This is an optimization exercise on Yosys and OpenROAD, whose aim is a short achievable clock period and few clock cycles per item, not a production implementation.
In this exercise RTL edits were held to simulation tests only and were not proved equivalent to the original.
Power figures rest on the tool's default switching activity, not on a simulated workload.

==> try-raven <==
// axi4_burst_ram_slave
module axi4_burst_ram_slave #(
  parameter int DATA_BYTES      = 4,
  parameter int ADDR_BYTES      = 1,
  parameter int NUM_ID_BITS_P   = 4,
  parameter int NUM_USER_BITS_P = 4
) (
  input  logic                       aclk,
  input  logic                       aresetn,
  input  logic                       awvalid,
  output logic                       awready,
  input  logic [ADDR_BYTES*8-1:0]    awaddr,
  input  logic [7:0]                 awlen,
  input  logic [2:0]                 awsize,
  input  logic [1:0]                 awburst,
  input  logic [NUM_ID_BITS_P-1:0]   awid,
  input  logic [NUM_USER_BITS_P-1:0] awuser,
  input  logic [3:0]                 awcache,
  input  logic [2:0]                 awprot,
  input  logic                       awlock,
  input  logic [3:0]                 awregion,
  input  logic [3:0]                 awqos,
  input  logic                       wvalid,
  output logic                       wready,
  input  logic [DATA_BYTES*8-1:0]    wdata,
  input  logic [DATA_BYTES-1:0]      wstrb,
  input  logic                       wlast,
  input  logic [NUM_USER_BITS_P-1:0] wuser,
  output logic                       bvalid,
  input  logic                       bready,
  output logic [1:0]                 bresp,
  output logic [NUM_ID_BITS_P-1:0]   bid,
  output logic [NUM_USER_BITS_P-1:0] buser,
  input  logic                       arvalid,
  output logic                       arready,
  input  logic [ADDR_BYTES*8-1:0]    araddr,
  input  logic [7:0]                 arlen,
  input  logic [2:0]                 arsize,
  input  logic [1:0]                 arburst,
  input  logic [NUM_ID_BITS_P-1:0]   arid,
  input  logic [NUM_USER_BITS_P-1:0] aruser,
  input  logic [3:0]                 arcache,
  ...
Settings: LEC_CHECK=0, ABC_CLOCK_PERIOD_IN_PS=2000, CAP_MARGIN=20, CORE_MARGIN=2, CORE_UTILIZATION=50, CTS_CLUSTER_DIAMETER=80, CTS_CLUSTER_SIZE=25, SETUP_SLACK_MARGIN=3.3, SLEW_MARGIN=20, TNS_END_PERCENT=20; clock period 5.5 ns.
standard.sh (not shown) runs the stock make flow with config.mk's settings and CLKGATE_MAP_FILE= SYNTH_SCRIPT=/design/flow/synth_recipe.tcl, a recipe that flattens the netlist after the stock synthesis.
==> flow/flow/run.sh <==
#!/bin/bash
# Standard ORFS layout with these changes:
# - the port buffers are buf_4 (not the delay buffer buffer_ports picks) and the resizer may
#   size cells across footprints (the platform sets MATCH_CELL_FOOTPRINT=1);
# - more rounds of antenna repair after detailed routing (MAX_REPAIR_ANTENNAS_ITER_DRT).
set -euo pipefail
cp standard.sh standard_used.sh.log
bash standard.sh MATCH_CELL_FOOTPRINT=0 "BUFFER_PORTS_ARGS=-buffer_cell sky130_fd_sc_hd__buf_4" MAX_REPAIR_ANTENNAS_ITER_DRT=15 finish > flow_make.log 2>&1
==> try-lagoon: changes against try-raven <==
==> flow/flow/run.sh (replaced) <==
#!/bin/bash
# Standard ORFS layout with two changes:
# - the port buffers are buf_4 (not the delay buffer buffer_ports picks) and the resizer may
#   size cells across footprints (the platform sets MATCH_CELL_FOOTPRINT=1);
# - after global placement the I/O pins are placed again, next to the registers that drive
#   the outputs, with the port buffers and those registers beside their pins (flow/repin.tcl).
set -euo pipefail
cp standard.sh standard_used.sh.log
export RES=$PWD/orfs/results/sky130hd/axi4_burst_ram_slave/base
bash standard.sh MATCH_CELL_FOOTPRINT=0 "BUFFER_PORTS_ARGS=-buffer_cell sky130_fd_sc_hd__buf_4" $RES/3_3_place_gp.odb > flow_make1.log 2>&1
IO_PLACER_H=met3 IO_PLACER_V=met2 openroad -no_init -exit flow/repin.tcl > flow_repin.log 2>&1
bash standard.sh MATCH_CELL_FOOTPRINT=0 "BUFFER_PORTS_ARGS=-buffer_cell sky130_fd_sc_hd__buf_4" finish > flow_make2.log 2>&1
==> flow/flow/repin.tcl (new file) <==
# Re-place the I/O pins after global placement, next to the registers that drive the outputs,
# and put each port buffer (and each output register) beside its pin.
set plat $::env(FLOW_HOME)/platforms/sky130hd
read_lef $plat/lef/sky130_fd_sc_hd.tlef
read_lef $plat/lef/sky130_fd_sc_hd_merged.lef
read_liberty $plat/lib/sky130_fd_sc_hd__tt_025C_1v80.lib
set res $::env(RES)
read_db $res/3_3_place_gp.odb
read_sdc $res/2_floorplan.sdc

set block [ord::get_db_block]
set core [$block getCoreArea]
set cx0 [$core xMin]; set cy0 [$core yMin]; set cx1 [$core xMax]; set cy1 [$core yMax]

proc clampx {x} { global cx0 cx1; expr {max($cx0 + 2000, min($cx1 - 12000, $x))} }
proc clampy {y} { global cy0 cy1; expr {max($cy0 + 2000, min($cy1 - 6000, $y))} }

# the output port buffers and the registers driving them
set moves {}
foreach bt [$block getBTerms] {
  if {[$bt getIoType] != "OUTPUT"} continue
  set net [$bt getNet]
  set buf ""
  foreach it [$net getITerms] { if {[$it isOutputSignal]} { set buf [$it getInst] } }
  if {$buf == ""} continue
  set reg ""
  foreach it [$buf getITerms] {
    if {[$it isInputSignal]} {
      set n2 [$it getNet]
      if {$n2 == "NULL"} continue
      foreach it2 [$n2 getITerms] {
        if {[$it2 isOutputSignal] && [[[$it2 getInst] getMaster] isSequential]} { set reg [$it2 getInst] }
      }
    }
  }
  if {$reg == ""} continue
  # buffer to the register, so that place_pins puts the pin on the nearest edge
  set l [$reg getLocation]
  $buf setLocation [lindex $l 0] [lindex $l 1]
  lappend moves [list $bt $buf $reg]
}

place_pins -hor_layers $::env(IO_PLACER_H) -ver_layers $::env(IO_PLACER_V)

foreach m $moves {
  lassign $m bt buf reg
  set bb [$bt getBBox]
  set px [expr {([$bb xMin] + [$bb xMax]) / 2}]
  set py [expr {([$bb yMin] + [$bb yMax]) / 2}]
  set x [clampx $px]; set y [clampy $py]
  $buf setLocation $x $y
  # register just inside the buffer
  set dx 0; set dy 0
  if {$px <= $cx0} { set dx 8000 } elseif {$px >= $cx1} { set dx -8000 } elseif {$py <= $cy0} { set dy 5440 } else { set dy -5440 }
  $reg setLocation [clampx [expr {$x + $dx}]] [clampy [expr {$y + $dy}]]
}

# input port buffers next to their pins
foreach bt [$block getBTerms] {
  if {[$bt getIoType] != "INPUT"} continue
  set net [$bt getNet]
  if {$net == "NULL"} continue
  if {[$net getSigType] == "CLOCK"} continue
  set bb [$bt getBBox]
  set px [expr {([$bb xMin] + [$bb xMax]) / 2}]
  set py [expr {([$bb yMin] + [$bb yMax]) / 2}]
  foreach it [$net getITerms] {
    set inst [$it getInst]
    if {[string match "input*" [$inst getName]]} { $inst setLocation [clampx $px] [clampy $py] }
  }
}

write_db $res/3_3_place_gp.odb
Settings changed: CORE_UTILIZATION 50 to 65, PLACE_DENSITY from default to 0.72.
==> try-quartz: changes against try-raven <==
--- a/flow/design.v
+++ b/flow/design.v
@@ -92,28 +92,22 @@
   desc_t      awq_d0, awq_d1, aw_in;
   logic       awq_v0, awq_v1, awq_v1_nx;
   logic       aw_rdy, aw_hs, awq_pop;
   logic          wa_v, wa_last, wa_err, wa_lerr;
   logic [WA-1:0] wa_addr, wa_mask, wa_addr_nx;
   logic [NW-1:0] wa_row;                   
-  logic [NW-1:0] wa_rowb;                  
-  logic [WA-1:0] wa_addr_d;
-  logic          wa_err_d, w_rdy_d;
   logic [7:0]    wa_rem;
   logic [IW-1:0] wa_id;
   logic          w_rdy, w_hs, wa_v_nx, wa_load, wa_done;
-  logic [DATA_BYTES-1:0] w_vb;             
-  logic [DATA_BYTES-1:0] w_hb;             
+  logic [DATA_BYTES-1:0] w_be;             
   logic [IW-1:0] bq_id0, bq_id1;
   logic          bq_e0, bq_e1, bq_v0, bq_v1, bq_v0_nx, bq_v1_nx, b_push, b_pop, b_err_in;
-  logic          b_vld;                    
   logic          bq0_from1, bq0_fromin, bq0_hold;
-  assign aw_hs = awvalid & ~awq_v1;
-  assign w_hs  = wvalid & wa_v & ~bq_v1;
-  assign w_vb  = {DATA_BYTES{wvalid}} & wstrb;
-  assign w_hb  = {DATA_BYTES{w_hs}} & wstrb;
+  assign aw_hs = awvalid & aw_rdy;
+  assign w_hs  = wvalid & w_rdy;
+  assign w_be  = {DATA_BYTES{w_hs}} & wstrb;
   assign aw_in.addr = awaddr[AW-1:LB];
   assign aw_in.len  = awlen;
   assign aw_in.last = (awlen == 8'd0);
   assign aw_in.mask = burst_mask(awlen, awburst);
   assign aw_in.id   = awid;
   assign aw_in.err  = burst_err(awlen, awsize, awburst);
@@ -144,48 +138,43 @@
       if (awq_v1 && aw_hs) awq_d1 <= aw_in;
     end else if (aw_hs) begin
       if (!awq_v0) awq_d0 <= aw_in;
       else         awq_d1 <= aw_in;
     end
   end
-  assign w_rdy_d   = wa_v_nx & ~bq_v1_nx;
-  assign wa_addr_d = wa_load ? awq_d0.addr : w_hs ? wa_addr_nx : wa_addr;
-  assign wa_err_d  = wa_load ? awq_d0.err : wa_err;
   always_ff @(posedge aclk or negedge aresetn) begin
     if (!aresetn) begin
-      wa_v   <= 1'b0;
-      w_rdy  <= 1'b0;
-      wa_row  <= '0;
-      wa_rowb <= '0;
+      wa_v  <= 1'b0;
+      w_rdy <= 1'b0;
     end else begin
-      wa_v   <= wa_v_nx;
-      w_rdy  <= w_rdy_d;
-      wa_row  <= w_rdy_d ? row_sel(wa_addr_d, wa_err_d) : '0;
-      wa_rowb <= row_sel(wa_addr_d, wa_err_d);
+      wa_v  <= wa_v_nx;
+      w_rdy <= wa_v_nx & ~bq_v1_nx;
     end
   end
   always_ff @(posedge aclk) begin
     if (wa_load) begin
       wa_addr <= awq_d0.addr;
+      wa_row  <= row_sel(awq_d0.addr, awq_d0.err);
       wa_rem  <= awq_d0.len;
       wa_last <= awq_d0.last;
       wa_mask <= awq_d0.mask;
       wa_id   <= awq_d0.id;
       wa_err  <= awq_d0.err;
       wa_lerr <= 1'b0;
     end else if (w_hs) begin
       wa_addr <= wa_addr_nx;
+      wa_row  <= row_sel(wa_addr_nx, wa_err);
       wa_rem  <= wa_rem - 8'd1;
       wa_last <= (wa_rem == 8'd1);
       if (wlast) wa_lerr <= 1'b1;
     end
   end
   always_ff @(posedge aclk) begin
     for (int i = 0; i < NW; i++) begin
       for (int b = 0; b < DATA_BYTES; b++) begin
-        if (wa_row[i] && w_vb[b]) mem[i][b*8 +: 8] <= wdata[b*8 +: 8];
+        if (wa_row[i] && w_be[b]) mem[i][b*8 +: 8] <= wdata[b*8 +: 8];
       end
     end
   end
   assign b_push   = wa_done;
   assign b_err_in = wa_err | wa_lerr | ~wlast;
   assign b_pop    = bq_v0 & bready;
@@ -202,30 +191,28 @@
   assign bq0_fromin = b_push & (b_pop ? ~bq_v1 : ~bq_v0);
   assign bq0_hold   = ~bq0_from1 & ~bq0_fromin;
   always_ff @(posedge aclk or negedge aresetn) begin
     if (!aresetn) begin
       bq_v0 <= 1'b0;
       bq_v1 <= 1'b0;
-      b_vld <= 1'b0;
     end else begin
       bq_v0 <= bq_v0_nx;
       bq_v1 <= bq_v1_nx;
-      b_vld <= (b_vld & bready) ? (bq_v1 | b_push) : (b_vld | b_push);   
     end
   end
   always_ff @(posedge aclk) begin
     bq_id0 <= ({IW{bq0_from1}} & bq_id1) | ({IW{bq0_fromin}} & wa_id) | ({IW{bq0_hold}} & bq_id0);
     bq_e0  <= (bq0_from1 & bq_e1) | (bq0_fromin & b_err_in) | (bq0_hold & bq_e0);
     if (b_push && (b_pop ? bq_v1 : bq_v0)) begin
       bq_id1 <= wa_id;
       bq_e1  <= b_err_in;
     end
   end
   assign awready = aw_rdy;
   assign wready  = w_rdy;
-  assign bvalid  = b_vld;
+  assign bvalid  = bq_v0;
   assign bresp   = {bq_e0, 1'b0};
   assign bid     = bq_id0;
   assign buser   = '0;
   desc_t      arq_d0, arq_d1, ar_in;
   logic       arq_v0, arq_v1, arq_v1_nx;
   logic       ar_rdy, ar_hs, arq_pop;
@@ -240,18 +227,17 @@
   logic [IW-1:0] n_id;
   logic [NL-1:0] n_lsel;
   logic [NG-1:0] n_hsel;                   
   logic [DW-1:0] n_dat [NG];
   logic          n_free;
   logic          o_v, o_last, o_err;
-  logic          r_vld;                    
   logic [WA-1:0] o_addr;
   logic [IW-1:0] o_id;
   logic [DW-1:0] o_data;
   logic          o_take;
-  assign ar_hs = arvalid & ~arq_v1;        
+  assign ar_hs = arvalid & ar_rdy;
   assign ar_in.addr = araddr[AW-1:LB];
   assign ar_in.len  = arlen;
   assign ar_in.last = (arlen == 8'd0);
   assign ar_in.mask = burst_mask(arlen, arburst);
   assign ar_in.id   = arid;
   assign ar_in.err  = burst_err(arlen, arsize, arburst);
@@ -314,14 +300,14 @@
     else if (f_load || f_mv)   f_lsel <= f_lsel_nx;
   end
   logic [NG-1:0] m_f, m_n;                 
   logic          m_no, m_o;                
   always_comb begin
     for (int g = 0; g < NG; g++) begin
-      m_f[g] = |(wa_rowb[g*NL +: NL] & f_lsel);
-      m_n[g] = |(wa_rowb[g*NL +: NL] & n_lsel);
+      m_f[g] = |(wa_row[g*NL +: NL] & f_lsel);
+      m_n[g] = |(wa_row[g*NL +: NL] & n_lsel);
     end
     m_no = |(m_n & n_hsel);
   end
   assign m_o = (wa_addr == o_addr) & ~wa_err & ~o_err;
   always_ff @(posedge aclk or negedge aresetn) begin
     if (!aresetn)    n_v <= 1'b0;
@@ -348,14 +334,14 @@
     for (int g = 0; g < NG; g++) begin
       logic [DW-1:0] m;
       m = '0;
       for (int l = 0; l < NL; l++) m = m | (mem[g*NL + l] & {DW{f_lsel[l]}});
       for (int b = 0; b < DATA_BYTES; b++) begin
         if (n_free)
-          n_dat[g][b*8 +: 8] <= (m_f[g] && w_hb[b]) ? wdata[b*8 +: 8] : m[b*8 +: 8];
-        else if (m_n[g] && w_hb[b])
+          n_dat[g][b*8 +: 8] <= (m_f[g] && w_be[b]) ? wdata[b*8 +: 8] : m[b*8 +: 8];
+        else if (m_n[g] && w_be[b])
           n_dat[g][b*8 +: 8] <= wdata[b*8 +: 8];
       end
     end
   end
   logic [DW-1:0] n_rd;
   always_comb begin
@@ -377,24 +363,20 @@
         o_last <= n_last;
         o_id   <= n_id;
         o_err  <= n_err;
       end
       for (int b = 0; b < DATA_BYTES; b++) begin
         if (o_take)
-          o_data[b*8 +: 8] <= (m_no && w_hb[b]) ? wdata[b*8 +: 8] : n_rd[b*8 +: 8];
-        else if (m_o && w_hb[b])
+          o_data[b*8 +: 8] <= (m_no && w_be[b]) ? wdata[b*8 +: 8] : n_rd[b*8 +: 8];
+        else if (m_o && w_be[b])
           o_data[b*8 +: 8] <= wdata[b*8 +: 8];
       end
     end
   end
   assign arready = ar_rdy;
-  always_ff @(posedge aclk or negedge aresetn) begin
-    if (!aresetn)              r_vld <= 1'b0;
-    else if (!r_vld || rready) r_vld <= n_v;
-  end
-  assign rvalid  = r_vld;
+  assign rvalid  = o_v;
   assign rdata   = o_data;
   assign rresp   = {o_err, 1'b0};
   assign rlast   = o_last;
   assign rid     = o_id;
   assign ruser   = '0;
   logic unused_sideband;
==> flow/flow/run.sh (replaced) <==
#!/bin/bash
# Standard ORFS layout, but let the resizer size cells across footprints (the platform sets
# MATCH_CELL_FOOTPRINT=1, which keeps the port buffers as slow delay buffers).
set -euo pipefail
cp standard.sh standard_used.sh.log
bash standard.sh MATCH_CELL_FOOTPRINT=0 finish > flow_make.log 2>&1
Settings changed: TNS_END_PERCENT 20 to default.
==> qor summary <==
Result of the run: try-raven timing/DRC/antenna clean; try-lagoon failed layout checks; try-quartz timing/DRC/antenna clean
Violated checks: try-raven -; try-lagoon antenna violations; try-quartz -
Core area: try-raven 0.202 sq mm; try-lagoon 0.156 sq mm; try-quartz 0.199 sq mm
Site row count: try-raven 165; try-lagoon 145; try-quartz 164
First-pass GRT wire length: try-raven 460 mm; try-lagoon 442 mm; try-quartz 461 mm
HPWL reported at the end of detailed placement: try-raven 172 mm; try-lagoon 162 mm; try-quartz 181 mm
Final design instance area without fill: try-raven 0.121 sq mm; try-lagoon 0.119 sq mm; try-quartz 0.118 sq mm
Placed instance area: try-raven 0.105 sq mm; try-lagoon 0.105 sq mm; try-quartz 0.106 sq mm
Switch Pwr: try-raven 0.0181 W; try-lagoon 0.0174 W; try-quartz 0.0207 W
CP endpoint: try-raven rdata[21]; try-lagoon o_data[29]; try-quartz rdata[8]
Vias: try-raven 64200; try-lagoon 65300; try-quartz 63400
Design internal power: try-raven 0.0362 W; try-lagoon 0.0354 W; try-quartz 0.0363 W
Clk_skew: try-raven 0.0334 ns; try-lagoon 0.0293 ns; try-quartz 0.0324 ns
Clock network share of area: try-raven 3.53%; try-lagoon 3.33%; try-quartz 3.42%
Maximum VDD drop: try-raven 0.332 mV; try-lagoon 0.484 mV; try-quartz 0.316 mV
Clock period minus worst slack: try-raven 2.70 ns; try-lagoon 2.59 ns; try-quartz 2.63 ns
Testbench counts of try-raven, summed over its fixed seeds: cycles 13,582, beats 26,619.
Testbench counts of try-lagoon, summed over its fixed seeds: cycles 13,582, beats 26,619.
Testbench counts of try-quartz, summed over its fixed seeds: cycles 13,582, beats 26,619.

## afterwards: timing with drivers on the ports
No port has a modelled driver above. Below, the same layouts with a new extraction and two added sets of constraints. Step 1 assumes that a clkbuf_16 drives the clock port and a buf_2 every other input. Step 2 times the ports against the registers' clock, not the clock port: input delays grow and output delays shrink by t, the midpoint of the rising clock arrivals with the driver on. a / b / c = no drivers / after step 1 / after step 2; a / b = the first two.
run | t, ns | slack for setup (ns) | worst register clock-pin slew, ns | pins driven straight from the clock port
try-raven | 0.911 | 2.804 / 2.718 / 2.139 | 0.10 / 0.10 | 1
try-lagoon | 0.891 | 2.906 / 2.757 / 1.866 | 0.10 / 0.10 | 1
try-quartz | 0.924 | 2.869 / 2.771 / 2.247 | 0.11 / 0.11 | 1
The setup slack of try-lagoon, which loses most, moves by -0.149 ns with the drivers and by -1.040 ns with both steps.
